Background: an optimization exercise with open tools, aiming at small area, a short achievable clock period and few clock cycles. Do not read the settings as production practice. In this exercise RTL edits were held to simulation tests only and were not proved equivalent to the original. The clock port is modelled as an ideal driver; clocking choices that lean on that would not hold on a real chip. No activity file was given, so power comes from the tool's default toggle rates.

## main
## clock_sync_top
module clock_sync_top (
	input  logic                          clk_i,
	input  logic                          arst_n_i,
	input  logic [7:0]                    mbox_addr_i,
	input  logic [7:0]                    mbox_data_i,
	input  logic                          mbox_we_i,
	input  logic [1:0]                    snapshot_req_i,
	output logic [15:0]                   local_count_o,
	output logic [127:0]                  results_o,
	output logic [15:0]                   status_o,
	output logic                          result_req_o,
	input  logic                          result_ack_i
);
Size: roughly 1800 cells after synthesis, about 410 flip-flops.
clock: 9.0 ns
lec_check: 0
cap_margin: 20
core_margin: 2
core_utilization: 65
cts_buf_list: sky130_fd_sc_hd__clkbuf_8
cts_cluster_diameter: 80
cts_cluster_size: 16
place_density: 0.8
slew_margin: 20
standard.sh (not shown) runs the stock make flow with config.mk's settings and CLKGATE_MAP_FILE= SYNTH_SCRIPT=/design/flow/synth_recipe.tcl, a recipe that flattens the netlist after the stock synthesis.
==> flow/flow/run.sh <==
#!/bin/bash
set -euo pipefail
here=$(pwd)
bash standard.sh finish \
  MATCH_CELL_FOOTPRINT=0 SETUP_SLACK_MARGIN=5.3 \
  "BUFFER_PORTS_ARGS=-buffer_cell sky130_fd_sc_hd__buf_1" \
  POST_CTS_TCL=$here/flow/skew.tcl SKEW_BUF_CELL=sky130_fd_sc_hd__clkbuf_4 SKEW_PRE_CELL=sky130_fd_sc_hd__dlygate4sd1_1 SKEW_OTHER_MARGIN=5.9 \
  > flow_make.log 2>&1
==> flow/flow/skew.tcl <==
# Useful skew for the stamp -> result paths. After clock tree synthesis, the result registers
# under each leaf clock net are moved, in groups of at most SKEW_MAX_FANOUT (8), behind one
# extra clock buffer driven by that leaf net,
# so they capture a little later than the stamp registers launch. Only the register-to-
# register paths into the result registers gain; their paths to the outputs lose. With
# SKEW_PRE_CELL set, a second, smaller buffer drives the extra buffer, for a longer delay.
set block [ord::get_db_block]
set master [[ord::get_db] findMaster $::env(SKEW_BUF_CELL)]
array set groups {}
foreach inst [$block getInsts] {
  if { [string match "u_offset_delay_calc.results_o*" [$inst getName]] } {
    set it [$inst findITerm CLK]
    lappend groups([[$it getNet] getName]) $it
  }
}
# at most SKEW_MAX_FANOUT registers behind each extra buffer, taken in order along x
set max_fanout 8
if { [info exists ::env(SKEW_MAX_FANOUT)] } {
  set max_fanout $::env(SKEW_MAX_FANOUT)
}
array set chunks {}
set c 0
foreach leaf [lsort [array names groups]] {
  set sorted [lsort -integer -index 0 [lmap it $groups($leaf) {
    list [lindex [[$it getInst] getLocation] 0] $it
  }]]
  set n [llength $sorted]
  set parts [expr { ($n + $max_fanout - 1) / $max_fanout }]
  set size [expr { ($n + $parts - 1) / $parts }]
  for { set i 0 } { $i < $n } { incr i $size } {
    set chunks($c) [list $leaf [lmap x [lrange $sorted $i [expr { $i + $size - 1 }]] { lindex $x 1 }]]
    incr c
  }
}
set k 0
foreach c [lsort -integer [array names chunks]] {
  lassign $chunks($c) leaf its
  set buf [odb::dbInst_create $block $master skew_buf_$k]
  set net [odb::dbNet_create $block clknet_skew_$k]
  $net setSigType CLOCK
  if { [info exists ::env(SKEW_PRE_CELL)] && $::env(SKEW_PRE_CELL) != "" } {
    set pre [odb::dbInst_create $block [[ord::get_db] findMaster $::env(SKEW_PRE_CELL)] skew_pre_$k]
    set mid [odb::dbNet_create $block clknet_skew_pre_$k]
    $mid setSigType CLOCK
    [$pre findITerm A] connect [$block findNet $leaf]
    [$pre findITerm X] connect $mid
    [$buf findITerm A] connect $mid
  } else {
    set pre ""
    [$buf findITerm A] connect [$block findNet $leaf]
  }
  [$buf findITerm X] connect $net
  set sx 0
  set sy 0
  foreach it $its {
    $it disconnect
    $it connect $net
    set loc [[$it getInst] getLocation]
    incr sx [lindex $loc 0]
    incr sy [lindex $loc 1]
  }
  set n [llength $its]
  $buf setLocation [expr { $sx / $n }] [expr { $sy / $n }]
  $buf setPlacementStatus PLACED
  if { $pre != "" } {
    $pre setLocation [expr { $sx / $n }] [expr { $sy / $n }]
    $pre setPlacementStatus PLACED
  }
  puts "skew: $n result registers under $leaf now behind skew_buf_$k"
  incr k
}
detailed_placement
estimate_parasitics -placement
# repair with the flow's setup margin, or with SKEW_REPAIR_MARGIN when that is set
set saved_margin $::env(SETUP_SLACK_MARGIN)
if { [info exists ::env(SKEW_REPAIR_MARGIN)] } {
  set ::env(SETUP_SLACK_MARGIN) $::env(SKEW_REPAIR_MARGIN)
}
repair_timing_helper
set ::env(SETUP_SLACK_MARGIN) $saved_margin
# with SKEW_OTHER_MARGIN set, one more repair towards that margin that leaves the logic in
# front of the result registers alone (it is held by set_dont_touch during the repair)
if { [info exists ::env(SKEW_OTHER_MARGIN)] } {
  set front [get_fanin -to [get_pins u_offset_delay_calc.results_o*/D] -only_cells -flat]
  set_dont_touch $front
  repair_timing -setup -setup_margin $::env(SKEW_OTHER_MARGIN) -repair_tns 100 -verbose
  unset_dont_touch $front
}
detailed_placement
check_placement -verbose
Testbench counts of main, summed over its fixed seeds: cycles 240.
Relative to main, the following input files were edited for the feature branch:
==> flow/flow/run.sh <==
#!/bin/bash
set -euo pipefail
here=$(pwd)
bash standard.sh finish \
  MATCH_CELL_FOOTPRINT=0 SETUP_SLACK_MARGIN=5.3 \
  "BUFFER_PORTS_ARGS=-buffer_cell sky130_fd_sc_hd__buf_1" \
  POST_CTS_TCL=$here/flow/skew.tcl SKEW_BUF_CELL=sky130_fd_sc_hd__clkbuf_4 SKEW_PRE_CELL=sky130_fd_sc_hd__clkbuf_1 SKEW_OTHER_MARGIN=5.9 \
  > flow_make.log 2>&1
- The final layout from the feature branch, which completed every stage, passed the timing, design-rule and antenna checks at the end of the flow.
- Delay contributed by the slowest stage of the critical path up 0.17 ns in the feature branch wrt main
- Clock network power consumption: the feature branch < main
- Between the feature branch and main, combinational share of power is higher for the feature branch, main comes in under that.
- Going from main to the feature branch, register fraction of the total cell area grows by 0.20 points.
- Compared with main, in the feature branch part of the total power dissipated in the clock network lost 0.9 points, final wirelength went down, utilization -0.35 points, global-route usage essentially unchanged.
- The feature branch — final worst-path cycle share 0.74 points higher, main as reference

[what the ideal ports hide]
The results above use ideal ports. As a check the final layouts listed here were re-extracted and re-timed, cells and wires unchanged. Step 1 sets driving cells, clkbuf_16 on the clock port and buf_2 on the other inputs (assumed; they add their load-dependent delay and slew). Step 2, shift: input delay + t, output delay - t, t = (earliest + latest rising clock arrival at the registers) / 2. This alone moves slack from input paths to output paths. a / b / c = no drivers / after step 1 / after step 2; a / b = the first two.
run	t, ns	slack for setup (ns)	worst setup path after step 2	latest minus earliest clock arrival (ns)	worst slew at a driven data input, ns
main	0.869	5.595 / 5.542 / 4.857	input to register	0.418 / 0.418	0.12
the feature branch	0.817	5.529 / 5.529 / 4.902	input to register	0.320 / 0.320	0.10
Clock arrivals are far apart in main and the feature branch, so t is only a midpoint there and step 2 fits no single register. For main, which loses most, drivers alone change the setup slack by -0.053 ns; drivers and shift together by -0.738 ns.
